Context: an optimization exercise on an open-source flow, tuned for small area and a short achievable clock period. The choices shown serve that exercise and are no tape-out recipe.
Function was checked by simulation only, so behaviour that the tests miss may differ from the original.
Power is estimated from default activity; no workload was simulated. The flow treats the clock pin as an ideal source, which a real chip does not have.

[flow/standard.sh]
#!/bin/bash
# synth_recipe.tcl (not shown) runs the flow's synth.tcl, then flattens the netlist and writes it again
# the make line also repeats each setting of config.mk as NAME=value (left out here)
make -C /OpenROAD-flow-scripts/flow DESIGN_CONFIG=/design/flow/config.mk WORK_HOME=/design/flow/orfs CLKGATE_MAP_FILE= SYNTH_SCRIPT=/design/flow/synth_recipe.tcl "${@:-finish}"
[flow/flow/run.sh]
#!/bin/bash
# Standard layout, with
# - the final ABC mapping of synthesis aimed at area (flow/synth_area.tcl),
# - the port buffers made plain buffers,
# - the timing repair aimed at a slack margin so it works below the 15 ns
#   constraint.
# All tool output goes to standard.log here and ORFS's logs under orfs/logs.
set -euo pipefail
export AREA_ABC=$(pwd)/flow/area.abc
bash standard.sh \
  SYNTH_SCRIPT=$(pwd)/flow/synth_area.tcl \
  SETUP_SLACK_MARGIN=8.5 \
  "BUFFER_PORTS_ARGS=-buffer_cell sky130_fd_sc_hd__buf_2" \
  finish > standard.log 2>&1
[flow/constraint.sdc]
create_clock -name core_clock -period 15.0 [get_ports {clk_i}]
set_input_delay 3.0000 -clock core_clock [delete_from_list [all_inputs] [get_ports {clk_i}]]
set_output_delay 3.0000 -clock core_clock [all_outputs]
set_load 0.01 [all_outputs]
[flow/flow/area.abc]
&get -n
&st
&dc2
&syn3
&dch -f
&nf -a -R 1000
&put
[flow/config.mk]
export PLATFORM = sky130hd
export DESIGN_NAME = rf_top
export DESIGN_NICKNAME = rf_top
export VERILOG_FILES = /design/flow/design.v
export SDC_FILE = /design/flow/constraint.sdc
export NUM_CORES = 4
export LEC_CHECK = 0
export CAP_MARGIN = 10
export CORE_MARGIN = 2
export CORE_UTILIZATION = 55
export CTS_BUF_LIST = sky130_fd_sc_hd__clkbuf_16
export CTS_CLUSTER_DIAMETER = 80
export CTS_CLUSTER_SIZE = 30
export SLEW_MARGIN = 10
[flow/design.v]
package rf_pkg;
  localparam int unsigned DataWidth = 32;
  localparam int unsigned IntgWidth = 7;
  localparam int unsigned WordWidth = DataWidth + IntgWidth;
  localparam int unsigned AddrWidth = 5;
  localparam logic [IntgWidth*DataWidth-1:0] IntgMask = {
    32'h0810_2040,   
    32'h0408_1020,
    32'h0204_0810,
    32'h8102_0408,
    32'h4081_0204,
    32'h2040_8102,
    32'h1020_4081    
  };
endpackage
module rf_intg_check (
  input  logic [rf_pkg::WordWidth-1:0] word_i,
  output logic                         err_o
);
  logic [rf_pkg::DataWidth-1:0] data;
  logic [rf_pkg::IntgWidth-1:0] intg;
  logic [rf_pkg::IntgWidth-1:0] intg_calc;
  assign data = word_i[rf_pkg::DataWidth-1:0];
  assign intg = word_i[rf_pkg::WordWidth-1:rf_pkg::DataWidth];
  always_comb begin
    for (int k = 0; k < rf_pkg::IntgWidth; k++) begin
      intg_calc[k] = ^(data & rf_pkg::IntgMask[32*k +: 32]);
    end
  end
  assign err_o = (intg_calc != intg);
endmodule
module rf_regs #(
  parameter int unsigned NumRegs = 32
) (
  input  logic                         clk_i,
  input  logic                         rst_ni,
  input  logic                         we_i,
  input  logic [rf_pkg::AddrWidth-1:0] waddr_i,
  input  logic [rf_pkg::WordWidth-1:0] wdata_i,
  input  logic                         re_i,
  input  logic [rf_pkg::AddrWidth-1:0] raddr_i,
  output logic [rf_pkg::WordWidth-1:0] rdata_o
);
  logic [rf_pkg::WordWidth-1:0] regs_q [1:NumRegs-1];
  logic [NumRegs-1:1]           valid_q;
  logic [NumRegs-1:1]           we_dec;
  logic [NumRegs-1:1]           re_dec;
  for (genvar i = 1; i < NumRegs; i++) begin : gen_regs
    assign we_dec[i] = we_i & (waddr_i == rf_pkg::AddrWidth'(i));
    always_ff @(posedge clk_i or negedge rst_ni) begin
      if (!rst_ni) begin
        valid_q[i] <= 1'b0;
      end else if (we_dec[i]) begin
        valid_q[i] <= 1'b1;
      end
    end
    always_ff @(posedge clk_i) begin
      if (we_dec[i]) begin
        regs_q[i] <= wdata_i;
      end
    end
  end
  always_comb begin
    rdata_o = '0;
    for (int i = 1; i < NumRegs; i++) begin
      re_dec[i] = re_i & valid_q[i] & (raddr_i == rf_pkg::AddrWidth'(i));
      rdata_o   = rdata_o | ({rf_pkg::WordWidth{re_dec[i]}} & regs_q[i]);
    end
  end
endmodule
module rf_ctrl (
  input  logic                         clk_i,
  input  logic                         rst_ni,
  input  logic                         acc_req_i,
  input  logic                         acc_we_i,
  output logic                         acc_gnt_o,
  output logic                         acc_rvalid_o,
  output logic [rf_pkg::DataWidth-1:0] acc_rdata_o,
  output logic                         acc_err_o,
  output logic                         core_sleep_o,
  output logic                         alert_major_o,
  output logic                         rf_we_o,
  output logic                         rf_re_o,
  input  logic [rf_pkg::WordWidth-1:0] rf_rdata_i
);
  logic                         gnt;
  logic                         rvalid_q;
  logic [rf_pkg::WordWidth-1:0] rword_q;
  logic                         intg_err;
  logic                         alert_q;
  assign gnt       = acc_req_i & ~rvalid_q;
  assign acc_gnt_o = gnt;
  assign rf_we_o = gnt & acc_we_i;
  assign rf_re_o = gnt & ~acc_we_i;
  always_ff @(posedge clk_i or negedge rst_ni) begin
    if (!rst_ni) begin
      rvalid_q <= 1'b0;
      rword_q  <= '0;
    end else begin
      rvalid_q <= gnt;
      rword_q  <= rf_rdata_i;
    end
  end
  rf_intg_check u_intg_check (
    .word_i(rword_q),
    .err_o (intg_err)
  );
  assign acc_rvalid_o = rvalid_q;
  assign acc_rdata_o  = rword_q[rf_pkg::DataWidth-1:0];
  assign acc_err_o    = intg_err;
  always_ff @(posedge clk_i or negedge rst_ni) begin
    if (!rst_ni) begin
      alert_q <= 1'b0;
    end else begin
      alert_q <= alert_q | intg_err;
    end
  end
  assign alert_major_o = alert_q;
  assign core_sleep_o  = ~acc_req_i & ~rvalid_q;
endmodule
module rf_top #(
  parameter int unsigned NumRegs = 32
) (
  input  logic                         clk_i,
  input  logic                         rst_ni,
  input  logic                         acc_req_i,
  output logic                         acc_gnt_o,
  input  logic                         acc_we_i,
  input  logic [rf_pkg::AddrWidth-1:0] acc_addr_i,
  input  logic [rf_pkg::DataWidth-1:0] acc_wdata_i,
  input  logic [rf_pkg::IntgWidth-1:0] acc_wintg_i,
  output logic                         acc_rvalid_o,
  output logic [rf_pkg::DataWidth-1:0] acc_rdata_o,
  output logic                         acc_err_o,
  output logic                         core_sleep_o,
  output logic                         alert_major_o
);
  logic                         rf_we;
  logic                         rf_re;
  logic [rf_pkg::WordWidth-1:0] rf_rdata;
  rf_ctrl u_ctrl (
    .clk_i        (clk_i),
    .rst_ni       (rst_ni),
    .acc_req_i    (acc_req_i),
    .acc_we_i     (acc_we_i),
    .acc_gnt_o    (acc_gnt_o),
    .acc_rvalid_o (acc_rvalid_o),
    .acc_rdata_o  (acc_rdata_o),
    .acc_err_o    (acc_err_o),
    .core_sleep_o (core_sleep_o),
    .alert_major_o(alert_major_o),
    .rf_we_o      (rf_we),
    .rf_re_o      (rf_re),
    .rf_rdata_i   (rf_rdata)
  );
  rf_regs #(
    .NumRegs(NumRegs)
  ) u_regs (
    .clk_i  (clk_i),
    .rst_ni (rst_ni),
    .we_i   (rf_we),
    .waddr_i(acc_addr_i),
    .wdata_i({acc_wintg_i, acc_wdata_i}),
    .re_i   (rf_re),
    .raddr_i(acc_addr_i),
    .rdata_o(rf_rdata)
  );
endmodule
[flow/flow/synth_area.tcl]
# The standard synthesis (synth_recipe.tcl), except that the final ABC
# mapping uses an area-oriented script (area.abc, named by AREA_ABC)
proc synth {args} { yosys synth -nofsm -noshare {*}$args }
proc abc {args} {
  set i [lsearch -exact $args -script]
  if { $i >= 0 } {
    lset args [expr { $i + 1 }] $::env(AREA_ABC)
  }
  yosys abc {*}$args
}
source $::env(SCRIPTS_DIR)/synth.tcl
# left out here: clear keep_hierarchy, flatten, clean up, hide names made inside functions, write 1_2_yosys.v
==> results of run 1 <==
-- cells by family after synthesis --
group / synth area share, %
xor gates and xnor gates: 0.621
DFF: 84.4
and+or+nand+nor: 3.81
buffers and inverters: 0.541
AOI/OAI and AO/OA: 10.6
-- worst paths after layout --
kind	slack [ns]	end	startpoint
setup reg to reg	11.40	u_ctrl.rword_q[13]	u_ctrl.rvalid_q
max in group asynchronous	11.31	u_ctrl.rword_q[37]	rst_ni
hold reg to reg	0.49	u_regs.valid_q[9]	u_regs.valid_q[9]
hold / removal	0.49	u_regs.valid_q[9]	u_regs.valid_q[9]
min in group asynchronous	2.24	u_regs.valid_q[12]	rst_ni
setup / recovery	8.57	acc_gnt_o	acc_req_i
-- registers in the layout, summed over array words and instances, names as in the netlist --
register,flops
u_ctrl.alert_q,1
u_ctrl.rvalid_q,1
u_ctrl.rword_q,39
u_regs.regs_q,1209
u_regs.valid_q,31
-- synth_stat cells (all sizes together) --
master | n | share of area, %
nand2b | 5 | 0.069
a222oi | 39 | 0.86
nor2 | 34 | 0.28
edfxtp | 1209 | 80
nand3 | 3 | 0.033
nor3 | 14 | 0.16
xor2 | 11 | 0.21
buf | 32 | 0.53
nor4 | 3 | 0.042
a221oi | 117 | 2.3
a22oi | 312 | 5.2
nor2b | 5 | 0.069
nand4 | 120 | 1.7
and3 | 31 | 0.43
and2 | 1 | 0.014
nand2 | 8 | 0.067
xnor2 | 21 | 0.41
or2 | 32 | 0.44
clkinv | 1 | 0.0083
or3 | 39 | 0.54
dfrtp | 72 | 4.0
a22o | 117 | 2.3
-- per-layer routing --
metal	routed length, microns	share of wire [%]
met5	26	0.018
met4	5320	3.6
met3	15700	11
met2	71200	49
met1	54400	37
-- per-stage QoR --
| stage | util (%) | power [uW] | std cells | area [sq um] |
|---|---|---|---|---|
| after floorplan | - | 4060 | 2226 | 45100 |
| after global placement | 58.1 | 4140 | 3419 | 47400 |
| after detailed placement | 58.1 | 4150 | 3419 | 47400 |
| after CTS | 60.0 | 5800 | 3513 | 49000 |
| after global routing | 60.0 | 5930 | 3515 | 49000 |
| final | 60.0 | 5800 | 3518 | 49000 |
-- worst reg2reg max path, stage by stage (launching register included) --
cell and delay [ns]:
dfrtp_1 0.44, nor2b_4 0.18, nand2b_1 0.13, nor2_1 0.69
and3_2 0.90, buf_4 0.60, a22o_1 0.24, a221oi_1 0.06
nand4_1 0.16, or3_1 0.15
-- area by class of cell --
class                   instances  share of cell area (%)
clock inverters                40                   0.398
multi-input cells             912                    14.4
flip-flops and latches       1281                    77.8
inverters                       1                 0.00766
repair buffers                155                    1.95
clock buffers                  54                    2.76
well taps                    1070                    2.73
diodes                          5                  0.0255
-- power groups by stage --
stage / sequential [uW] / combinational, uW / clock, uW
2_1_floorplan: 4020 / 38.0 / 0
6_report: 3940 / 122 / 1730
3_3_place_gp: 4020 / 116 / 0
5_1_grt: 3950 / 132 / 1850
4_1_cts: 3940 / 121 / 1730
3_5_place_dp: 4030 / 121 / 0
==> notes.md, run 1 <==
CP required=12.00 ns; DP Wirelength=69.1 mm; status=no timing/DRC/antenna violations; sequential power share=68.1%; final wirelength=147 mm; Switch Pwr=1170 uW; endpoints failing hold=0; routability cong.=0.792; crit path DAT=3.43 ns; Synth Warn #=4; # fillers=5920; # hold bufs at CTS=0; Top delay family on crit path=buffers and inverters; CP Capture Type=output port; Die ar.=84400 sq um; max-slew violations=0; Switching Share=20.2%; vias in the first global route=25100; CORE AREA=81700 sq um; Hold WS=0.487 ns; cts bufs inserted=50; synthesis-to-finish area growth=8.58%; Final Setup Violations=0; initial antenna violation count=6; Place WS=8.37 ns; P_leak=0.0156 uW; commonest non-fill, non-tap cell in the layout=edfxtp_1; Worst path max stage delay=0.19 ns; Syn Inst Count=2226; internal cell power=4620 uW; f_max=155 MHz; setup slack after layout=8.57 ns; synthesized flop and latch total=1281; Setup Skew=0.0358 ns; RSZ-0062 raised after global routing=no; post-CTS sizing=2; Overflow after GRT=0; Die W=290 microns; crit path buf inv count=2; DRT Pass-1 Iters=6; clock root cell=clkbuf_16; syn_nets=2274; setup bufs post-CTS=0; hold depth=1; M1 GR Usage=47.5%; gr busiest metal=met2; R2R depth=9; first-pass GRT wire length=201 mm; CTS tree=built; Critical Path Fanout Max=7; Unique masters post-synth=22; row count=105; Setup TNS Final=0 ns; DR vias=25800; Max clock buf depth=3; Reg clk slew, reported paths=0.12 ns; average wire per standard cell=41.7 microns; grt met2 use=56.9%; Startpoint Class=input pin; multi-input combinational cell area=7040 sq um; met3 GRT Util=6.52%; nets=2449; proportion of layout cells with a drive suffix above 1=11.5%; clock latency (worst-skew pair)=0.67 ns; gr usage total=34.6%; Seq/Total Area, Yosys=84.4%; DRC viols=0; Max Cap Violations=0; pwr dens=118 nW/um^2; starting density of the core=55.2%; Clk pwr share=29.8%; Hold WC Path Type=flip-flop to flip-flop; H-tree level count=2; Clock Sinks=1281; combinational share of power=2.1%; cell repeated most along the worst path=buf_2; register area=38100 sq um; worst slew pin tran=1.18 ns; fin crit period=6.43 ns; die height=290 microns; WP depth=3; Netlist Area Pre-Place=45100 sq um; largest net degree at the start of global routing=54; Syn Area/Cell=20.3 sq um; post-detailed-route via-to-cell ratio=7.34; Final period util=42.9%; Crit Path Class=input pin to output port; io pins=85; VDD IR max=0.108 mV; CP max-delay cell=nor2b_4; Routed Antenna Nets=0; Rel. slew slack=21.2%; highest-count cells in the layout ignoring fill and taps=edfxtp_1 (1209), a22oi_1 (312), nand4_1 (120), a22o_1 (117), a221oi_1 (117); IO Port Bufs=84; critical-path cell list=buf_2 -> nor2b_4 -> buf_2; 1st-iter DRT viols=4355
==> run 2, diff against run 1 <==
--- a/flow/flow/run.sh
+++ b/flow/flow/run.sh
@@ -9,6 +9,6 @@
 export AREA_ABC=$(pwd)/flow/area.abc
 bash standard.sh \
   SYNTH_SCRIPT=$(pwd)/flow/synth_area.tcl \
-  SETUP_SLACK_MARGIN=8.5 \
+  SETUP_SLACK_MARGIN=8.8 \
   "BUFFER_PORTS_ARGS=-buffer_cell sky130_fd_sc_hd__buf_2" \
   finish > standard.log 2>&1
==> run 2 against run 1 <==
- still clean on timing, DRC and antenna
- fmax rose by 1.7%
- clock power rose by 5%
- core utilization rose by 0.15 points
- first-iteration DRC count barely moved
- critical path type unchanged
- highest routed layer is now met4
==> notes.md, run 2 <==
vias in the first global route=24800; post-route cell area=49100 sq um; Routed Antenna Nets=0; max-slew violations=0; Commonest cells post-synth=edfxtp_1 (1209), a22oi_1 (312), nand4_1 (120), a221oi_1 (117), a22o_1 (117); synthesized flop and latch total=1281; Reg clk slew, reported paths=0.10 ns; crit path DAT=3.33 ns; final wirelength=145 mm; starting density of the core=55.2%; f_max=158 MHz; Largest register FFs=1209; Setup TNS Final=0 ns; Post-DP Area=47400 sq um; DR vias=25800; cell taking the most area after synthesis=edfxtp_1; Clock Sinks=1281; RSZ-0062 raised after global routing=yes; IO Port Bufs=84; 1st-iter DRT viols=4353; Hold WC Path Type=flip-flop to flip-flop; die height=290 microns; proportion of layout cells with a drive suffix above 1=11.6%; first-pass GRT wire length=199 mm; endpoints failing hold=0; Syn Area/Cell=20.3 sq um; Syn Inst Count=2226; clock root cell=clkbuf_16; VDD IR max=0.115 mV; average wire per standard cell=41.3 microns; Unique masters post-synth=22; count leader, synth=edfxtp_1; Final period util=42.2%; post-detailed-route via-to-cell ratio=7.33; largest net degree at the start of global routing=48; DRC viols=0; total power=5890 uW; multi-input combinational cell area=7040 sq um; initial antenna violation count=7; H-tree level count=2; Max clock buf depth=3; worst slew pin tran=1.16 ns; Critical Path Fanout Max=2; fin crit period=6.33 ns; # fillers=5939; main flop type after synthesis=edfxtp_1; synthesis-to-finish area growth=8.85%; P_leak=0.0156 uW; io pins=85; Die W=290 microns; pwr dens=120 nW/um^2; Max Cap Violations=0; CP required=12.00 ns; Final Setup Violations=0; commonest non-fill, non-tap cell in the layout=edfxtp_1; Setup Skew=0.0379 ns; Netlist Area Pre-Place=45100 sq um; DP Wirelength=67.4 mm; Post-synth EDFFs=1209; Area contributors post-synth=edfxtp_1 (80%), a22oi_1 (5.2%), dfrtp_1 (4.0%); Overflow after GRT=0; status=no timing/DRC/antenna violations; syn_nets=2274; Crit Path Class=input pin to output port; Die ar.=84400 sq um; row count=105; Largest regs=u_regs.regs_q (1209), u_ctrl.rword_q (39), u_regs.valid_q (31); register area=38100 sq um; CORE AREA=81700 sq um; routability cong.=0.797; CTS tree=built; cts bufs inserted=52; Seq/Total Area, Yosys=84.4%; CP Capture Type=output port; nets=2448; Final Util=60.1%; # hold bufs at CTS=0; clock latency (worst-skew pair)=0.66 ns; Largest Register=u_regs.regs_q; Rel. slew slack=22.6%; ys async rst share=5.62%; Synth Warn #=4; Yosys top cell area share=80.4%; Startpoint Class=input pin; DRT Pass-1 Iters=6; gr usage total=34.4%; highest-count cells in the layout ignoring fill and taps=edfxtp_1 (1209), a22oi_1 (312), nand4_1 (120), a22o_1 (117), a221oi_1 (117)
==> run 2: worst max-delay path: stages <==
cell and delay, ns:
buf_6 0.09, nor2b_4 0.12, buf_6 0.12
==> run 2: worst paths after layout <==
path	depth (start not counted)	slack, ns	start	to
max in group asynchronous	2	11.23	rst_ni	u_ctrl.rword_q[14]
min in group asynchronous	1	2.31	rst_ni	u_regs.valid_q[28]
setup reg to reg	5	11.29	u_ctrl.rvalid_q	u_regs.regs_q[1][32]
hold / removal	1	0.48	u_regs.valid_q[27]	u_regs.valid_q[27]
setup / recovery	3	8.67	acc_req_i	acc_gnt_o
hold reg to reg	1	0.48	u_regs.valid_q[27]	u_regs.valid_q[27]
==> run 2: where the power goes <==
part / switching (uW) / internal, uW
sequential: 12.7 / 3930
combinational: 98.5 / 26.3
clock: 1080 / 736
==> run 2: cells by family after synthesis <==
kind of cell,count (synthesis),synth area share [%]
AOI/OAI and AO/OA,585,10.6
xor gates and xnor gates,32,0.621
buffers and inverters,33,0.541
DFF,1281,84.4
and+or+nand+nor,295,3.81
==> run 2: repair_timing <==
action	4_1_cts	5_1_grt
pin swaps	1	1
hold endpoints to repair	0	0
buffers inserted	1	0
gates resized for setup	2	0
setup endpoints to repair	2	2
gates cloned	0	0
==> run 2: per-stage QoR <==
stage	instances	setup slack (ns)	hold slack (ns)
after detailed placement	3415	8.55	0.455
after global routing	3514	8.66	0.497
final	3516	8.67	0.482
after CTS	3512	8.67	0.482
after global placement	3415	8.55	0.449
after floorplan	2226	8.25	0.435
==> run 2: routing by layer <==
| metal | share of wire, % | global-route usage [%] | vias up |
|---|---|---|---|
| met5 | 0 | 0 | - |
| met2 | 49 | 57.0 | 1784 |
| met1 | 38 | 48.6 | 13700 |
| met3 | 10 | 4.77 | 264 |
| li1 | - | - | 9996 |
| met4 | 3.2 | 9.68 | 0 |
==> run 2: layout make-up <==
cell class                 count  area share [%]
sequential                  1281            77.6
inverter                       1         0.00764
multi-input combinational    912            14.3
clock buffer                  53            2.70
tap                         1070            2.73
timing repair buffer         152            1.93
clock inverter                43           0.723
antenna                        4          0.0204
==> run 3, diff against run 2 <==
==> flow/flow/run.sh (replaced) <==
#!/bin/bash
# Standard layout, with
# - the final ABC mapping of synthesis aimed at area (flow/synth_area.tcl),
# - the port buffers made plain buffers,
# - clock tree synthesis without dummy loads,
# - the timing repair aimed at a slack margin so it works below the 15 ns
#   constraint.
# All tool output goes to standard.log here and ORFS's logs under orfs/logs.
set -euo pipefail
export AREA_ABC=$(pwd)/flow/area.abc
bash standard.sh \
  SYNTH_SCRIPT=$(pwd)/flow/synth_area.tcl \
  SETUP_SLACK_MARGIN=8.8 \
  "CTS_ARGS=-sink_clustering_enable -repair_clock_nets -dont_use_dummy_load -sink_clustering_size 32 -sink_clustering_max_diameter 80 -buf_list sky130_fd_sc_hd__clkbuf_16" \
  "BUFFER_PORTS_ARGS=-buffer_cell sky130_fd_sc_hd__buf_2" \
  finish > standard.log 2>&1
--- a/flow/config.mk
+++ b/flow/config.mk
@@ -10,5 +10,5 @@
 export CORE_UTILIZATION = 55
 export CTS_BUF_LIST = sky130_fd_sc_hd__clkbuf_16
 export CTS_CLUSTER_DIAMETER = 80
-export CTS_CLUSTER_SIZE = 30
+export CTS_CLUSTER_SIZE = 32
 export SLEW_MARGIN = 10
==> run 3 against run 2 <==
- setup slack about the same
- via count decreased by 1.2%
- area after synthesis unchanged
- clock skew increased by 0.024 ns
- flip-flop and latch count unchanged
- first-iteration DRC count increased by 5.0%
- non-clock buffer count unchanged
- critical endpoint unchanged
- largest power group unchanged
==> notes.md, run 3 <==
status=no timing/DRC/antenna violations; IO Port Bufs=84; initial antenna violation count=7; cell repeated most along the worst path=buf_6; DRT Pass-1 Iters=8; synthesized flop and latch total=1281; first-pass GRT wire length=199 mm; Unique masters post-synth=22; clock latency (worst-skew pair)=0.67 ns; Reg clk slew, reported paths=0.07 ns; CP required=12.00 ns; routability cong.=0.797; Post-synth EDFFs=1209; cts bufs inserted=50; crit path DAT=3.33 ns; clock root cell=clkbuf_16; CORE AREA=81700 sq um; post-detailed-route via-to-cell ratio=7.34; Die W=290 microns; DRC viols=0; proportion of layout cells with a drive suffix above 1=11.1%; f_max=158 MHz; CTS tree=built; row count=105; Syn Inst Count=2226; ys async rst share=5.62%; DR vias=25500; CP Capture Type=output port; gr usage total=34.3%; VDD IR max=0.131 mV; Netlist Area Pre-Place=45100 sq um; Commonest cells post-synth=edfxtp_1 (1209), a22oi_1 (312), nand4_1 (120), a221oi_1 (117), a22o_1 (117); Overflow after GRT=0; 1st-iter DRT viols=4572; Clock Sinks=1281; vias in the first global route=24600; final wirelength=145 mm; commonest non-fill, non-tap cell in the layout=edfxtp_1; io pins=85; Critical Path Fanout Max=2; nets=2446; Final Util=59.6%; Yosys top cell area share=80.4%; CP max-delay cell=nor2b_4; main flop type after synthesis=edfxtp_1; Synth Warn #=4; Syn Area/Cell=20.3 sq um; Final Setup Violations=0; RSZ-0062 raised after global routing=yes; H-tree level count=2; Area contributors post-synth=edfxtp_1 (80%), a22oi_1 (5.2%), dfrtp_1 (4.0%); worst slew pin tran=1.17 ns; Worst path max stage delay=0.12 ns; P_leak=0.0153 uW; starting density of the core=55.2%; endpoints failing hold=0; Setup Skew=0.0618 ns; critical-path cell list=buf_6 -> nor2b_4 -> buf_6; Max clock buf depth=3; count leader, synth=edfxtp_1; DP Wirelength=67.4 mm; multi-input combinational cell area=7040 sq um; pwr dens=117 nW/um^2; Largest Register=u_regs.regs_q; max-slew violations=0; Die ar.=84400 sq um; Max Cap Violations=0; cell taking the most area after synthesis=edfxtp_1; Routed Antenna Nets=0; synthesis-to-finish area growth=7.89%; die height=290 microns; Hold WC Path Type=flip-flop to flip-flop; fin crit period=6.33 ns; Largest regs=u_regs.regs_q (1209), u_ctrl.rword_q (39), u_regs.valid_q (31); Seq/Total Area, Yosys=84.4%; register area=38100 sq um; average wire per standard cell=41.8 microns; Largest register FFs=1209; Crit Path Class=input pin to output port; highest-count cells in the layout ignoring fill and taps=edfxtp_1 (1209), a22oi_1 (312), nand4_1 (120), a22o_1 (117), a221oi_1 (117); # fillers=5964; syn_nets=2274; largest net degree at the start of global routing=48; Rel. slew slack=22.1%; Setup TNS Final=0 ns; Startpoint Class=input pin; Final period util=42.2%
==> run 3: cell count changes in the layout (fill, tap and decap cells not counted), moves of 3 or more <==
cell,change
bufinv_16,-4
clkbuf_16,-3
clkinv_1,-3
inv_1,-24
==> run 3: path summary, 6_finish.rpt <==
path | from | to | slack [ns] | depth (start not counted)
max reg2reg | u_ctrl.rvalid_q | u_regs.regs_q[1][31] | 11.33 | 5
min reg2reg | u_regs.valid_q[22] | u_regs.valid_q[22] | 0.47 | 1
max | acc_req_i | acc_gnt_o | 8.67 | 3
min | u_regs.valid_q[22] | u_regs.valid_q[22] | 0.47 | 1
max in group asynchronous | rst_ni | u_ctrl.rword_q[28] | 11.20 | 2
min in group asynchronous | rst_ni | u_regs.valid_q[2] | 2.29 | 1
==> run 3: cells by family after synthesis <==
family          count (synthesis)  synth area share [%]
compound gates                585                  10.6
flops                        1281                  84.4
simple gates                  295                  3.81
xor+xnor                       32                 0.621
buf+inv                        33                 0.541
==> run 3: layout make-up <==
type                            instances  area share (%)
Inverter                                1         0.00771
Tap cell                             1070            2.75
Multi-Input combinational cell        912            14.5
Sequential cell                      1281            78.3
Antenna cell                            3          0.0154
Clock buffer                           50            2.57
Timing Repair Buffer                  152            1.94
==> run 3: critical path: cells and delay by family <==
kind | cells | cell delay (ns)
AND/OR/NAND/NOR | 1 | 0.12
buffers and inverters | 2 | 0.21
==> run 3: report_power, final <==
part / switching, uW / total (uW) / internal [uW] / leakage (uW)
sequential: 12.5 / 3950 / 3930 / 0.0118
clock: 1010 / 1610 / 601 / 0.000616
combinational: 98.4 / 125 / 26.3 / 0.00285
==> run 3: repair_timing <==
action / in CTS / in global routing
endpoints found under the setup margin: 2 / 2
hold buffers: 0 / 0
resized for setup: 2 / 0
buffers inserted: 1 / 0
pin swaps: 1 / 1
endpoints found under the hold margin: 0 / 0
==> run 3: per-layer routing <==
layer | global-route usage (%) | share of wire [%] | vias up
li1 | - | - | 9939
met4 | 9.79 | 3.0 | 0
met3 | 5.24 | 11 | 239
met2 | 56.6 | 49 | 1798
met5 | 0 | 0 | -
met1 | 48.3 | 37 | 13500
==> run 3: metrics by stage <==
stage	total power [uW]	area (sq um)	hold WS, ns	setup slack [ns]	instances
2_1_floorplan	4060	45100	0.435	8.25	2226
3_3_place_gp	4140	47400	0.449	8.55	3415
3_5_place_dp	4150	47400	0.455	8.55	3415
4_1_cts	5680	48700	0.476	8.67	3466
5_1_grt	5810	48700	0.491	8.66	3468
6_report	5680	48700	0.472	8.67	3469
==> run 4, diff against run 3 <==
--- a/flow/flow/run.sh
+++ b/flow/flow/run.sh
@@ -11,6 +11,6 @@
 bash standard.sh \
   SYNTH_SCRIPT=$(pwd)/flow/synth_area.tcl \
   SETUP_SLACK_MARGIN=8.8 \
-  "CTS_ARGS=-sink_clustering_enable -repair_clock_nets -dont_use_dummy_load -sink_clustering_size 32 -sink_clustering_max_diameter 80 -buf_list sky130_fd_sc_hd__clkbuf_16" \
+  "CTS_ARGS=-sink_clustering_enable -repair_clock_nets -dont_use_dummy_load -sink_clustering_size 30 -sink_clustering_max_diameter 80 -buf_list sky130_fd_sc_hd__clkbuf_16" \
   "BUFFER_PORTS_ARGS=-buffer_cell sky130_fd_sc_hd__buf_2" \
   finish > standard.log 2>&1
--- a/flow/config.mk
+++ b/flow/config.mk
@@ -7,8 +7,9 @@
 export LEC_CHECK = 0
 export CAP_MARGIN = 10
 export CORE_MARGIN = 2
-export CORE_UTILIZATION = 55
+export CORE_UTILIZATION = 65
 export CTS_BUF_LIST = sky130_fd_sc_hd__clkbuf_16
 export CTS_CLUSTER_DIAMETER = 80
-export CTS_CLUSTER_SIZE = 32
+export CTS_CLUSTER_SIZE = 30
+export PLACE_DENSITY = 0.75
 export SLEW_MARGIN = 10
==> run 4 against run 3 <==
- still clean on timing, DRC and antenna
- sequential share of layout area increased by 0.24 points
- register-to-register slack improved by 0.02 ns
- sequential power about the same
- total power decreased by 0.27%
- non-clock buffer count unchanged
- hold slack better by 0.0088 ns
- flip-flop and latch count unchanged
- wire length shrank 5.4%
- core utilization grew 11 points
- setup slack lost 0.0053 ns
==> notes.md, run 4 <==
register area=38100 sq um; CP required=12.00 ns; Reg clk slew, reported paths=0.10 ns; Clock Sinks=1281; Seq/Total Area, Yosys=84.4%; post-route cell area=48500 sq um; Critical Path Fanout Max=2; Yosys top cell area share=80.4%; Synth Warn #=4; nets=2447; initial antenna violation count=5; Syn Area/Cell=20.3 sq um; Post-DP Area=47200 sq um; P_leak=0.0153 uW; clock latency (worst-skew pair)=0.66 ns; syn_nets=2274; Largest register FFs=1209; Max clock buf depth=3; Unique masters post-synth=22; setup slack after layout=8.67 ns; Die W=268 microns; ys async rst share=5.62%; Post-synth EDFFs=1209; cell taking the most area after synthesis=edfxtp_1; Hold WS=0.481 ns; reg-to-reg slack, setup=11.35 ns; H-tree level count=2; f_max=158 MHz; Largest Register=u_regs.regs_q; commonest non-fill, non-tap cell in the layout=edfxtp_1; Hold WC Path Type=flip-flop to flip-flop; Overflow after GRT=0; cts bufs inserted=51; IO Port Bufs=84; CORE AREA=68700 sq um; DR vias=26100; synthesis-to-finish area growth=7.56%; CP Capture Type=output port; gr usage total=38.8%; DRT Pass-1 Iters=8; endpoints failing hold=0; final wirelength=137 mm; Area contributors post-synth=edfxtp_1 (80%), a22oi_1 (5.2%), dfrtp_1 (4.0%); first-pass GRT wire length=189 mm; max-slew violations=0; worst slew pin tran=1.24 ns; status=no timing/DRC/antenna violations; vias in the first global route=25000; crit path DAT=3.33 ns; multi-input combinational cell area=7040 sq um; Place WS=8.53 ns; CTS tree=built; Commonest cells post-synth=edfxtp_1 (1209), a22oi_1 (312), nand4_1 (120), a221oi_1 (117), a22o_1 (117); Max Cap Violations=0; Routed Antenna Nets=0; row count=96; highest-count cells in the layout ignoring fill and taps=edfxtp_1 (1209), a22oi_1 (312), nand4_1 (120), a22o_1 (117), a221oi_1 (117); average wire per standard cell=41.2 microns; DRC viols=0; count leader, synth=edfxtp_1; Largest regs=u_regs.regs_q (1209), u_ctrl.rword_q (39), u_regs.valid_q (31); Die ar.=71600 sq um; Setup Skew=0.0472 ns; Rel. slew slack=16.7%; 1st-iter DRT viols=5624; die height=268 microns; Syn Inst Count=2226; Crit Path Class=input pin to output port; routability cong.=0.833; pwr dens=117 nW/um^2; total power=5660 uW; synthesized flop and latch total=1281; DP Wirelength=64.6 mm; post-detailed-route via-to-cell ratio=7.84; VDD IR max=0.104 mV; io pins=85; Final Setup Violations=0; RSZ-0062 raised after global routing=yes; main flop type after synthesis=edfxtp_1; proportion of layout cells with a drive suffix above 1=11.1%; largest net degree at the start of global routing=50; starting density of the core=65.7%; fin crit period=6.33 ns; clock root cell=clkbuf_16; Netlist Area Pre-Place=45100 sq um; Startpoint Class=input pin; Final period util=42.2%; Setup TNS Final=0 ns; # fillers=4169
[run 4: cell counts after synthesis]
Identical to the previous run, type by type.
[run 4: path summary, 6_finish.rpt]
kind                               startpoint            endpoint  cells past startpoint
min in group asynchronous              rst_ni  u_ctrl.rword_q[15]                      1
min reg2reg                u_regs.valid_q[11]  u_regs.valid_q[11]                      1
max in group asynchronous              rst_ni  u_ctrl.rword_q[37]                      2
min                        u_regs.valid_q[11]  u_regs.valid_q[11]                      1
max reg2reg                   u_ctrl.rvalid_q  u_ctrl.rword_q[10]                     11
max                                 acc_req_i           acc_gnt_o                      3
[run 4: report_power, final]
part           total, uW  switching (uW)  internal, uW  leakage, uW
sequential          3950            12.8          3930       0.0118
clock               1590             983           611     0.000628
combinational        123            96.4          26.6      0.00285
[run 4: repair_timing]
item / CTS / global route
hold buffers: 0 / 0
resized for setup: 2 / 0
setup buffers: 1 / 1
setup endpoints to repair: 2 / 2
cloned: 0 / 0
[run 4: metrics by stage]
| step | cells | util, % |
|---|---|---|
| 2_1_floorplan | 2226 | - |
| 6_report | 3331 | 70.7 |
| 3_5_place_dp | 3275 | 68.7 |
| 4_1_cts | 3327 | 70.6 |
| 5_1_grt | 3330 | 70.7 |
| 3_3_place_gp | 3275 | 68.7 |
[run 4: worst max-delay path: stages]
cell,delay [ns]
buf_6,0.09
nor2b_4,0.12
buf_6,0.12
[run 4: cells by family after synthesis]
| group | after synthesis | synth area share (%) |
|---|---|---|
| flops | 1281 | 84.4 |
| compound gates | 585 | 10.6 |
| simple gates | 295 | 3.81 |
| buf+inv | 33 | 0.541 |
| xor+xnor | 32 | 0.621 |
[run 4: area by class of cell]
type | instances | area share [%]
Antenna cell | 3 | 0.0155
Clock buffer | 51 | 2.63
Inverter | 1 | 0.00773
Multi-Input combinational cell | 912 | 14.5
Sequential cell | 1281 | 78.5
Tap cell | 931 | 2.40
Timing Repair Buffer | 152 | 1.95
[run 4: metal layers]
| layer | vias to the layer above | GRT usage, % | routed length [microns] |
|---|---|---|---|
| met2 | 2606 | 61.9 | 64700 |
| met1 | 13100 | 52.8 | 44500 |
| met5 | - | 0 | 14 |
| met3 | 415 | 8.76 | 21700 |
| met4 | 2 | 16.0 | 6400 |
| li1 | 9940 | - | - |
==> run 5, diff against run 4 <==
==> flow/flow/area.abc (replaced) <==
&get -n
&st
&dc2
&syn3
&dc2
&syn3
&dch -f
&nf -a -R 1000
&put
--- a/flow/config.mk
+++ b/flow/config.mk
@@ -7,9 +7,9 @@
 export LEC_CHECK = 0
 export CAP_MARGIN = 10
 export CORE_MARGIN = 2
-export CORE_UTILIZATION = 65
+export CORE_UTILIZATION = 55
 export CTS_BUF_LIST = sky130_fd_sc_hd__clkbuf_16
 export CTS_CLUSTER_DIAMETER = 80
 export CTS_CLUSTER_SIZE = 30
-export PLACE_DENSITY = 0.75
+export GPL_TIMING_DRIVEN = 0
 export SLEW_MARGIN = 10
==> run 5 against run 4 <==
- still clean
- sequential share of layout area decreased by 4.1 points
- clock power about the same
- die area increased by 18%
- register-to-register slack got worse by 0.20 ns
- critical endpoint unchanged
- largest power group unchanged
==> notes.md, run 5 <==
DP Wirelength=88.1 mm; first-pass GRT wire length=201 mm; CORE AREA=80800 sq um; critical-path cell list=buf_6 -> nor2b_4 -> buf_6; Setup TNS Final=0 ns; max-slew violations=0; Crit Path Class=input pin to output port; DRT Pass-1 Iters=8; Commonest cells post-synth=edfxtp_1 (1209), a22oi_1 (258), a222oi_1 (143), nand2_1 (82), nand4_1 (74); cell repeated most along the worst path=buf_6; Overflow after GRT=0; vias in the first global route=25200; Setup Skew=0.0559 ns; status=no timing/DRC/antenna violations; Switch Pwr=1120 uW; main flop type after synthesis=edfxtp_1; count leader, synth=edfxtp_1; # hold bufs at CTS=0; combinational share of power=2.3%; Reg clk slew, reported paths=0.10 ns; proportion of layout cells with a drive suffix above 1=15.6%; Largest register FFs=1209; Post-synth EDFFs=1209; commonest non-fill, non-tap cell in the layout=edfxtp_1; largest net degree at the start of global routing=50; gr usage total=34.7%; Max clock buf depth=3; multi-input combinational cell area=7010 sq um; io pins=85; Clock Sinks=1281; Routed Antenna Nets=0; Hold WC Path Type=flip-flop to flip-flop; register area=38100 sq um; clock root cell=clkbuf_16; endpoints failing hold=0; nets=2586; worst slew pin tran=1.14 ns; cts bufs inserted=51; CP Capture Type=output port; Top delay family on crit path=buffers and inverters; final wirelength=147 mm; highest-count cells in the layout ignoring fill and taps=edfxtp_1 (1209), a22oi_1 (258), a222oi_1 (143), nand2_1 (82); Clk pwr share=28.4%; initial antenna violation count=5; Netlist Area Pre-Place=45000 sq um; CP required=12.00 ns; crit path buf inv count=2; Place WS=8.56 ns; syn_nets=2285; Switching Share=19.7%; crit path DAT=3.34 ns; fin crit period=6.34 ns; CP max-delay cell=nor2b_4; pwr dens=111 nW/um^2; clock latency (worst-skew pair)=0.66 ns; Die ar.=84100 sq um; starting density of the core=55.7%; cell taking the most area after synthesis=edfxtp_1; RSZ-0062 raised after global routing=yes; Yosys top cell area share=80.7%; Unique masters post-synth=26; Final Setup Violations=0; f_max=158 MHz; die height=290 microns; Max Cap Violations=0; 1st-iter DRT viols=5088; Syn Inst Count=2237; Largest regs=u_regs.regs_q (1209), u_ctrl.rword_q (39), u_regs.valid_q (31); Seq/Total Area, Yosys=84.7%; Rel. slew slack=23.9%; synthesized flop and latch total=1281; P_leak=0.0165 uW; DRC viols=0; H-tree level count=2; VDD IR max=0.0947 mV; row count=104; average wire per standard cell=40.8 microns; internal cell power=4580 uW; Area contributors post-synth=edfxtp_1 (81%), a22oi_1 (4.3%), dfrtp_1 (4.0%); sequential power share=69.2%; ys async rst share=5.62%; # fillers=5456; Worst path max stage delay=0.12 ns; routability cong.=0.752; Die W=290 microns; synthesis-to-finish area growth=13.8%; Critical Path Fanout Max=2; Synth Warn #=4; Startpoint Class=input pin; Largest Register=u_regs.regs_q; CTS tree=built; post-detailed-route via-to-cell ratio=7.26; setup slack after layout=8.66 ns; DR vias=26100; Syn Area/Cell=20.1 sq um; Final period util=42.2%; IO Port Bufs=84
[run 5: cell families (layout without fill, tap and decap cells)]
logic type / count (synthesis) / count (layout) / synth area share [%]
flops: 1281 / 1281 / 84.7
other cells: 0 / 2 / 0
buf+inv: 32 / 331 / 0.534
simple gates: 385 / 385 / 4.57
compound gates: 507 / 507 / 9.55
xor+xnor: 32 / 32 / 0.623
[run 5: power groups by stage]
stage               Combinational (uW)  Clock, uW  Sequential [uW]
global route                       141       1740             3950
finish                             133       1620             3950
global placement                   111          0             4030
floorplan                         37.8          0             4020
detailed placement                 130          0             4030
CTS                                131       1620             3950
[run 5: final cells by class]
type,count,share of cell area (%)
Tap cell,1060,2.59
Sequential cell,1281,74.4
Timing Repair Buffer,248,6.33
Buffer,32,0.469
Clock buffer,51,2.49
Multi-Input combinational cell,924,13.7
Antenna cell,2,0.00977
[run 5: final timing paths]
path / from / end / slack, ns / cells after the start
worst max-delay path: acc_req_i / acc_gnt_o / 8.66 / 3
worst min-delay path: u_ctrl.alert_q / u_ctrl.alert_q / 0.48 / 1
worst max register to register: u_ctrl.rvalid_q / u_regs.regs_q[15][36] / 11.15 / 8
worst min register to register: u_ctrl.alert_q / u_ctrl.alert_q / 0.48 / 1
max in group asynchronous: rst_ni / u_ctrl.rword_q[18] / 11.99 / 2
min in group asynchronous: rst_ni / u_regs.valid_q[15] / 2.20 / 1
[run 5: timing repair]
item,CTS,global route
buffers inserted,1,0
endpoints found under the hold margin,0,0
setup endpoints to repair,2,2
resized for setup,2,0
[run 5: stage by stage]
stage	total power (uW)	utilization [%]	instances	instance area [sq um]	hold slack (ns)
6_report	5700	63.4	3598	51200	0.478
5_1_grt	5830	63.4	3597	51200	0.497
4_1_cts	5700	63.4	3596	51200	0.485
3_5_place_dp	4160	61.8	3544	49900	0.461
3_3_place_gp	4140	57.8	3381	46700	0.450
2_1_floorplan	4060	-	2237	45000	0.435
[run 5: layer usage]
metal | share of wire, % | global-route usage [%] | up-vias | routed length [microns]
met2 | 49 | 58.4 | 1841 | 72600
met3 | 12 | 6.23 | 298 | 17100
met5 | 0.016 | 0 | - | 24
met4 | 3.3 | 10.3 | 4 | 4870
met1 | 36 | 46.7 | 13700 | 52300
li1 | - | - | 10200 | -
==> run 6, diff against run 5 <==
==> flow/flow/area.abc (replaced) <==
&get -n
&st
&dc2
&syn3
&dch -f
&nf -a -R 1000
&put
--- a/flow/config.mk
+++ b/flow/config.mk
@@ -11,5 +11,4 @@
 export CTS_BUF_LIST = sky130_fd_sc_hd__clkbuf_16
 export CTS_CLUSTER_DIAMETER = 80
 export CTS_CLUSTER_SIZE = 30
-export GPL_TIMING_DRIVEN = 0
 export SLEW_MARGIN = 10
==> run 6 against run 5 <==
- still clean on timing, DRC and antenna
- wire length fell by 1.1%
- cell area shrank 4.8%
- clock-buffer cell count increased by 1
- cell count shrank 3.5%
- synthesized cell count is 0.49% lower
- register-to-register slack improved by 0.21 ns
- non-clock buffer count fell by 128
- total power hardly changed
- global-route usage decreased by 0.30 points
- hold slack got worse by 0.0047 ns
==> notes.md, run 6 <==
compound-cell area share of the yosys netlist=10.6%; internal cell power=4580 uW; Post-DP Area=47400 sq um; CORE AREA=81700 sq um; Syn Area/Cell=20.3 sq um; clock latency (worst-skew pair)=0.65 ns; count leader, synth=edfxtp_1; average wire per standard cell=41.8 microns; io pins=85; Rel. slew slack=24.0%; # fillers=5956; Hold EP=u_regs.valid_q[27]; HP Start=u_regs.valid_q[27]; synthesis-to-finish area growth=8.00%; Setup Skew=0.0697 ns; Unique masters post-synth=22; Reg-to-Reg End=u_regs.regs_q[1][10]; DRT Pass-1 Iters=6; crit path from=acc_req_i; Max clock buf depth=3; Yosys top cell area share=80.4%; combinational share of power=2.2%; Post-synth EDFFs=1209; Final Setup Violations=0; syn_nets=2274; hold depth=1; Synth Area in Adders=0%; CP Capture Type=output port; Crit Path Class=input pin to output port; DR vias=25600; Switch Pwr=1120 uW; die height=290 microns; reg2reg start=u_ctrl.rvalid_q; crit path DAT=3.33 ns; Die W=290 microns; Setup TNS Final=0 ns; Clock Sinks=1281; DRC viols=0; worst slew pin tran=1.14 ns; Critical Path Fanout Max=2; sequential power share=69.2%; pwr dens=117 nW/um^2; first-pass GRT wire length=199 mm; cts bufs inserted=52; synthesized flop and latch total=1281; CTS tree=built; Synth Warn #=4; reg-to-reg slack, setup=11.36 ns; Final period util=42.2%; Final Util=59.6%; CP required=12.00 ns; H-tree level count=2; ys async rst share=5.62%; Syn Inst Count=2226; commonest non-fill, non-tap cell in the layout=edfxtp_1; Die ar.=84400 sq um; Netlist Area Pre-Place=45100 sq um; fin crit period=6.33 ns; initial antenna violation count=7; proportion of layout cells with a drive suffix above 1=11.1%; highest-count cells in the layout ignoring fill and taps=edfxtp_1 (1209), a22oi_1 (312), nand4_1 (120), a22o_1 (117), a221oi_1 (117); Largest Register=u_regs.regs_q; max-slew violations=0; Seq/Total Area, Yosys=84.4%; P_leak=0.0153 uW; multi-input combinational cell area=7040 sq um; f_max=158 MHz; mux share of post-synthesis cell area=0%; final wirelength=145 mm; largest family of logic cells by synthesized area=compound AO/OA/AOI/OAI gates; Routed Antenna Nets=0; post-detailed-route via-to-cell ratio=7.37; Switching Share=19.7%; 1st-iter DRT viols=4529; vias in the first global route=24700; total power=5700 uW; post-route cell area=48700 sq um; gr usage total=34.4%; starting density of the core=55.2%; Largest register FFs=1209; Startpoint Class=input pin; Reg clk slew, reported paths=0.08 ns; Clk pwr share=28.7%; Commonest cells post-synth=edfxtp_1 (1209), a22oi_1 (312), nand4_1 (120), a221oi_1 (117), a22o_1 (117); Synth Area in XOR/XNOR=0.621%; status=no timing/DRC/antenna violations; main flop type after synthesis=edfxtp_1; Synth Area in Simple Gates=3.81%; R2R depth=5; endpoints failing hold=0; Overflow after GRT=0; clock root cell=clkbuf_16; cell taking the most area after synthesis=edfxtp_1; Hold WC Path Type=flip-flop to flip-flop; row count=105; Largest regs=u_regs.regs_q (1209), u_ctrl.rword_q (39), u_regs.valid_q (31); VDD IR max=0.107 mV; IO Port Bufs=84; largest net degree at the start of global routing=48; Area contributors post-synth=edfxtp_1 (80%), a22oi_1 (5.2%), dfrtp_1 (4.0%); register area=38100 sq um; Max Cap Violations=0; Hold WS=0.474 ns; DP Wirelength=67.4 mm; routability cong.=0.797; nets=2448; RSZ-0062 raised after global routing=yes
==> run 6: final cells by class <==
class	count	area share [%]
Multi-Input combinational cell	912	14.4
Clock buffer	52	2.67
Sequential cell	1281	78.2
Inverter	1	0.00770
Tap cell	1070	2.75
Timing Repair Buffer	152	1.94
Antenna cell	3	0.0154
==> run 6: what timing repair did <==
item | 4_1_cts | 5_1_grt
hold buffers | 0 | 0
cloned | 0 | 0
setup endpoints to repair | 2 | 2
gates resized for setup | 2 | 0
setup buffers | 1 | 0
pin swaps | 1 | 1
==> run 6: stage by stage <==
stage,std cells,setup slack [ns]
6_report,3471,8.67
5_1_grt,3471,8.66
4_1_cts,3468,8.67
3_5_place_dp,3415,8.55
3_3_place_gp,3415,8.55
2_1_floorplan,2226,8.25
==> run 6: logic make-up after synthesis <==
family          Yosys count
compound gates          585
buf+inv                  33
simple gates            295
xor+xnor                 32
flops                  1281
==> run 6: worst max-delay path by stage <==
stage                                       to  cells past startpoint
after floorplan           u_regs.regs_q[23][0]                      3
after global placement               acc_gnt_o                      3
after detailed placement             acc_gnt_o                      3
after CTS                            acc_gnt_o                      3
after global routing                 acc_gnt_o                      3
final                                acc_gnt_o                      3
==> run 6: routing by layer <==
| metal | up-vias | share of wire [%] | global-route usage, % |
|---|---|---|---|
| met5 | - | 0 | 0 |
| met4 | 0 | 2.9 | 9.62 |
| met3 | 245 | 11 | 4.86 |
| met2 | 1807 | 49 | 56.9 |
| met1 | 13600 | 38 | 48.5 |
| li1 | 9945 | - | - |
==> run 6: power groups by stage <==
stage	registers, uW	clock network [uW]	logic, uW
6_report	3950	1630	125
5_1_grt	3950	1750	134
2_1_floorplan	4020	0	38.2
3_5_place_dp	4030	0	123
4_1_cts	3940	1640	124
3_3_place_gp	4020	0	118
==> run 6: worst max-delay path: stages <==
cell and delay (ns):
buf_6 0.09, nor2b_4 0.12, buf_6 0.12
==> run 7, diff against run 6 <==
==> flow/flow/area.abc (replaced) <==
&get -n
&st
&dc2
&syn3
&dc2
&syn3
&dch -f
&nf -a -R 1000
&put
==> run 7 against run 6 <==
- cell count barely moved
- first-iteration DRC count rose by 5.7%
- core utilization rose by 0.47 points
- critical path depth did not move
- clock skew fell by 0.015 ns
- hold slack improved by 0.0012 ns
- largest power group unchanged
==> notes.md, run 7 <==
reg2reg start=u_ctrl.rvalid_q; Max Cap Violations=0; io pins=85; largest net degree at the start of global routing=51; Final Setup Violations=0; clock root cell=clkbuf_16; starting density of the core=55.7%; RSZ-0062 raised after global routing=yes; clock latency (worst-skew pair)=0.67 ns; crit path buf inv count=2; fin crit period=6.33 ns; synthesized flop and latch total=1281; Setup Skew=0.0548 ns; Die W=290 microns; WP depth=3; cts bufs inserted=51; Routed Antenna Nets=0; Top delay family on crit path=buffers and inverters; CP endpoint=acc_gnt_o; DR vias=25800; endpoints failing hold=0; f_max=158 MHz; H-tree level count=2; Reg clk slew, reported paths=0.07 ns; Commonest cells post-synth=edfxtp_1 (1209), a22oi_1 (258), a222oi_1 (143), nand2_1 (82), nand4_1 (74); Place WS=8.55 ns; first-pass GRT wire length=199 mm; IO Port Bufs=84; cell taking the most area after synthesis=edfxtp_1; Startpoint Class=input pin; pwr dens=117 nW/um^2; reg-to-reg slack, setup=11.25 ns; CP Capture Type=output port; DRC viols=0; R2R depth=6; Die ar.=84100 sq um; Netlist Area Pre-Place=45000 sq um; syn_nets=2285; final wirelength=145 mm; setup slack after layout=8.67 ns; critical-path cell list=buf_6 -> nor2b_4 -> buf_6; die height=290 microns; synthesis-to-finish area growth=8.01%; CORE AREA=80800 sq um; Inst Count DP=3419; status=no timing/DRC/antenna violations; Reg-to-Reg End=u_regs.regs_q[18][4]; max-slew violations=0; row count=104; routability cong.=0.815; VDD IR max=0.133 mV; Largest Register=u_regs.regs_q; Synth Warn #=4; initial antenna violation count=5; average wire per standard cell=41.9 microns; post-detailed-route via-to-cell ratio=7.42; Clk pwr share=28.4%; CP max-delay cell=nor2b_4; worst slew pin tran=1.27 ns; nets=2462; combinational share of power=2.2%; Worst path max stage delay=0.12 ns; Crit Path Class=input pin to output port; Setup TNS Final=0 ns; Seq/Total Area, Yosys=84.7%; Switching Share=19.5%; sequential power share=69.5%; crit path DAT=3.33 ns; Max clock buf depth=3; DRT Pass-1 Iters=8; P_leak=0.0155 uW; internal cell power=4570 uW; Yosys top cell area share=80.7%; Post-synth EDFFs=1209; Critical Path Fanout Max=2; Syn Area/Cell=20.1 sq um; vias in the first global route=24600; Overflow after GRT=0; commonest non-fill, non-tap cell in the layout=edfxtp_1; highest-count cells in the layout ignoring fill and taps=edfxtp_1 (1209), a22oi_1 (258), a222oi_1 (143), nand2_1 (82), buf_2 (81); gr usage total=34.3%; DP Wirelength=67.3 mm; count leader, synth=edfxtp_1; # hold bufs at CTS=0; Final period util=42.2%; Hold WC Path Type=flip-flop to flip-flop; main flop type after synthesis=edfxtp_1; Unique masters post-synth=26; Hold WS=0.475 ns; Clock Sinks=1281; crit path from=acc_req_i; Area contributors post-synth=edfxtp_1 (81%), a22oi_1 (4.3%), dfrtp_1 (4.0%); proportion of layout cells with a drive suffix above 1=11.2%; total power=5680 uW; Largest register FFs=1209; Rel. slew slack=14.8%; CTS tree=built; 1st-iter DRT viols=4789; cell repeated most along the worst path=buf_6; CP required=12.00 ns; Switch Pwr=1110 uW; Syn Inst Count=2237; non-filler instance count after layout=3474; ys async rst share=5.62%; Largest regs=u_regs.regs_q (1209), u_ctrl.rword_q (39), u_regs.valid_q (31)
## run 7: changes by cell type in the layout (fill, tap and decap cells not counted), sizes merged, moves of 4 or more
cell	change
a22oi	-54
nand4	-46
a222oi	+104
a22o	-74
nand3	+59
nand2	+74
buf	+4
a221oi	-54
or4	+17
or3	-18
## run 7: cell type report
| type | count | area [sq um] |
|---|---|---|
| clock buffer | 51 | 1280 |
| antenna | 2 | 5.00 |
| multi-input combinational | 924 | 6890 |
| tap | 1060 | 1330 |
| sequential | 1281 | 38100 |
| fill | 5785 | 32200 |
| timing repair buffer | 156 | 976 |
## run 7: power by group through the flow
stage | clock network (uW) | registers, uW | logic, uW
6_report | 1610 | 3950 | 122
5_1_grt | 1730 | 3950 | 132
4_1_cts | 1610 | 3950 | 121
3_5_place_dp | 0 | 4030 | 120
3_3_place_gp | 0 | 4030 | 115
2_1_floorplan | 0 | 4020 | 37.8
## run 7: kinds of logic (layout without fill, tap and decap cells)
family	Yosys count	after routing	share of synthesized area [%]
buffers and inverters	32	207	0.534
flip-flops	1281	1281	84.7
AND/OR/NAND/NOR	385	385	4.57
other	0	2	0
XOR/XNOR	32	32	0.623
AO/OA/AOI/OAI	507	507	9.55
## run 7: worst min path at each step
stage	end	cells past startpoint	slack [ns]	from
2_1_floorplan	u_regs.valid_q[10]	1	0.43	u_regs.valid_q[10]
3_3_place_gp	u_regs.valid_q[5]	1	0.45	u_regs.valid_q[5]
3_5_place_dp	u_regs.valid_q[8]	1	0.46	u_regs.valid_q[8]
4_1_cts	u_regs.valid_q[23]	1	0.48	u_regs.valid_q[23]
5_1_grt	u_regs.valid_q[8]	1	0.50	u_regs.valid_q[8]
6_report	u_regs.valid_q[23]	1	0.48	u_regs.valid_q[23]
## run 7: routing by layer
metal	GRT usage, %	wire, microns
met1	48.8	54500
met2	55.5	69300
met3	5.68	17100
met4	10.2	4630
met5	0	26
## run 7: timing repair
action | CTS | global route
pin swaps | 0 | 1
cloned | 0 | 0
gates resized for setup | 2 | 0
endpoints found under the hold margin | 0 | 0
setup endpoints to repair | 2 | 2
setup buffers | 1 | 1
## run 7: stage by stage
stage / utilization [%] / instance area (sq um)
after global placement: 58.5 / 47300
after CTS: 60.1 / 48600
after detailed placement: 58.5 / 47300
after floorplan: - / 45000
final: 60.1 / 48600
after global routing: 60.1 / 48600
==> run 8, diff against run 7 <==
--- a/flow/config.mk
+++ b/flow/config.mk
@@ -5,10 +5,10 @@
 export SDC_FILE = /design/flow/constraint.sdc
 export NUM_CORES = 4
 export LEC_CHECK = 0
-export CAP_MARGIN = 10
+export CAP_MARGIN = 0
 export CORE_MARGIN = 2
 export CORE_UTILIZATION = 55
 export CTS_BUF_LIST = sky130_fd_sc_hd__clkbuf_16
 export CTS_CLUSTER_DIAMETER = 80
 export CTS_CLUSTER_SIZE = 30
-export SLEW_MARGIN = 10
+export SLEW_MARGIN = 0
==> run 8 against run 7 <==
- clock skew unchanged
- clock-buffer cell count unchanged
- sequential power about the same
- global-route usage unchanged
- synthesized cell count unchanged
- non-clock buffer count unchanged
- combinational power about the same
- cell count unchanged
- first-iteration DRC count unchanged
- clock power about the same
- highest routed layer unchanged
==> notes.md, run 8 <==
pwr dens=117 nW/um^2; # fillers=5785; clock latency (worst-skew pair)=0.67 ns; non-filler instance count after layout=3474; Startpoint Class=input pin; Final period util=42.2%; crit path DAT=3.33 ns; R2R depth=6; Setup TNS Final=0 ns; Largest regs=u_regs.regs_q (1209), u_ctrl.rword_q (39), u_regs.valid_q (31); CP required=12.00 ns; multi-input combinational cell area=6890 sq um; initial antenna violation count=5; f_max=158 MHz; die height=290 microns; Overflow after GRT=0; Netlist Area Pre-Place=45000 sq um; Largest Register=u_regs.regs_q; Post-synth EDFFs=1209; Synth Warn #=4; Die ar.=84100 sq um; largest net degree at the start of global routing=51; Yosys top cell area share=80.7%; routability cong.=0.815; Reg clk slew, reported paths=0.07 ns; Rel. slew slack=14.8%; vias in the first global route=24600; CP Capture Type=output port; Syn Area/Cell=20.1 sq um; grt met2 use=55.5%; Final Setup Violations=0; DRT Pass-1 Iters=8; endpoints failing hold=0; Inst Count DP=3419; synthesized flop and latch total=1281; 1st-iter DRT viols=4789; crit path from=acc_req_i; RSZ-0062 raised after global routing=yes; synthesis-to-finish area growth=8.01%; register area=38100 sq um; highest-count cells in the layout ignoring fill and taps=edfxtp_1 (1209), a22oi_1 (258), a222oi_1 (143), nand2_1 (82), buf_2 (81); CORE AREA=80800 sq um; status=no timing/DRC/antenna violations; post-detailed-route via-to-cell ratio=7.42; fin crit period=6.33 ns; Switch Pwr=1110 uW; reg-to-reg slack, setup=11.25 ns; Crit Path Class=input pin to output port; final wirelength=145 mm; Seq/Total Area, Yosys=84.7%; Unique masters post-synth=26; Hold WC Path Type=flip-flop to flip-flop; worst slew pin tran=1.27 ns; Clock Sinks=1281; commonest non-fill, non-tap cell in the layout=edfxtp_1; H-tree level count=2; Routed Antenna Nets=0; HP Start=u_regs.valid_q[23]; gr busiest metal=met2; row count=104; CTS tree=built; IO Port Bufs=84; gr usage total=34.3%; CP endpoint=acc_gnt_o; syn_nets=2285; main flop type after synthesis=edfxtp_1; count leader, synth=edfxtp_1; nets=2462; ys async rst share=5.62%; Max Cap Violations=0; Commonest cells post-synth=edfxtp_1 (1209), a22oi_1 (258), a222oi_1 (143), nand2_1 (82), nand4_1 (74); Setup Skew=0.0548 ns; DR vias=25800; Die W=290 microns; io pins=85; DP Wirelength=67.3 mm; combinational share of power=2.2%; internal cell power=4570 uW; Switching Share=19.5%; starting density of the core=55.7%; Syn Inst Count=2237; reg2reg start=u_ctrl.rvalid_q; P_leak=0.0155 uW; Area contributors post-synth=edfxtp_1 (81%), a22oi_1 (4.3%), dfrtp_1 (4.0%); clock root cell=clkbuf_16; proportion of layout cells with a drive suffix above 1=11.2%; cell taking the most area after synthesis=edfxtp_1; max-slew violations=0; average wire per standard cell=41.9 microns; sequential power share=69.5%; M1 GR Usage=48.8%; Critical Path Fanout Max=2; Clk pwr share=28.4%; VDD IR max=0.133 mV; met3 GRT Util=5.68%; Largest register FFs=1209; Reg-to-Reg End=u_regs.regs_q[18][4]; first-pass GRT wire length=199 mm; cts bufs inserted=51; Max clock buf depth=3; DRC viols=0
[run 8: layout make-up]
type                    instances  area share, %
diodes                          2         0.0103
well taps                    1060           2.73
clock buffers                  51           2.63
repair buffers                156           2.01
multi-input cells             924           14.2
flip-flops and latches       1281           78.4
[run 8: cells by family after synthesis]
family	Yosys count	synth area share (%)
AOI/OAI and AO/OA	507	9.55
DFF	1281	84.7
buffers and inverters	32	0.534
xor gates and xnor gates	32	0.623
and+or+nand+nor	385	4.57
[run 8: how the worst min path moves through the flow]
stage                               endpoint  slack [ns]  cells after the start
final                     u_regs.valid_q[23]        0.48                      1
after global routing       u_regs.valid_q[8]        0.50                      1
after CTS                 u_regs.valid_q[23]        0.48                      1
after detailed placement   u_regs.valid_q[8]        0.46                      1
after global placement     u_regs.valid_q[5]        0.45                      1
after floorplan           u_regs.valid_q[10]        0.43                      1
[run 8: metal layers]
metal / up-vias / part of all wire [%]
li1: 9965 / -
met1: 13600 / 37
met2: 1930 / 48
met3: 250 / 12
met4: 4 / 3.2
met5: - / 0.018
[run 8: what timing repair did]
item / CTS / global route
resized for setup: 2 / 0
buffers inserted: 1 / 1
setup endpoints to repair: 2 / 2
pin swaps: 0 / 1
gates cloned: 0 / 0
hold buffers: 0 / 0
[run 8: worst max-delay path, stage by stage]
cell	delay, ns
buf_6	0.09
nor2b_4	0.12
buf_6	0.12
[run 8: power by group through the flow]
stage | clock network, uW | registers (uW) | logic (uW)
floorplan | 0 | 4020 | 37.8
global placement | 0 | 4030 | 115
detailed placement | 0 | 4030 | 120
CTS | 1610 | 3950 | 121
global route | 1730 | 3950 | 132
finish | 1610 | 3950 | 122
[run 8: metrics by stage]
stage	utilization, %	area [sq um]	worst slack, ns	hold slack, ns	power, uW
CTS	60.1	48600	8.67	0.475	5680
finish	60.1	48600	8.67	0.475	5680
global placement	58.5	47300	8.57	0.449	4140
global route	60.1	48600	8.66	0.500	5810
detailed placement	58.5	47300	8.55	0.458	4150
floorplan	-	45000	8.25	0.435	4060

==> what the ideal ports hide <==
Ports are ideal in the flow. The routed layouts listed here were re-timed in OpenROAD.
Step 1, drivers: a clkbuf_16 drives clk_i and a buf_2 each remaining input, both assumed.
Step 2 times the ports against the registers' clock, not the clock port: input delays grow and output delays shrink by t, the midpoint of the rising clock arrivals with the driver on.
Slacks: ideal / step 1 / step 2; pairs: ideal / step 1.
run | t (ns) | setup WS [ns] | worst hold slack (ns) | worst setup path after step 2
run 1 | 0.723 | 8.566 / 8.540 / 8.540 | 0.487 / 0.487 / 0.487 | input to output
run 2 | 0.705 | 8.673 / 8.640 / 8.611 | 0.482 / 0.482 / 0.482 | input to register
run 3 | 0.712 | 8.673 / 8.640 / 8.638 | 0.472 / 0.472 / 0.472 | input to register
run 4 | 0.700 | 8.667 / 8.624 / 8.624 | 0.481 / 0.481 / 0.481 | input to output
run 5 | 0.709 | 8.663 / 8.610 / 8.490 | 0.478 / 0.478 / 0.478 | input to register
run 6 | 0.693 | 8.673 / 8.640 / 8.640 | 0.474 / 0.474 / 0.474 | input to output
run 7 | 0.713 | 8.668 / 8.629 / 8.545 | 0.475 / 0.475 / 0.475 | input to register
run 8 | 0.713 | 8.668 / 8.629 / 8.545 | 0.475 / 0.475 / 0.475 | input to register
After both steps every run listed still meets setup and hold. The setup slack of run 5, which loses most, moves by -0.053 ns with the drivers and by -0.173 ns with both steps.
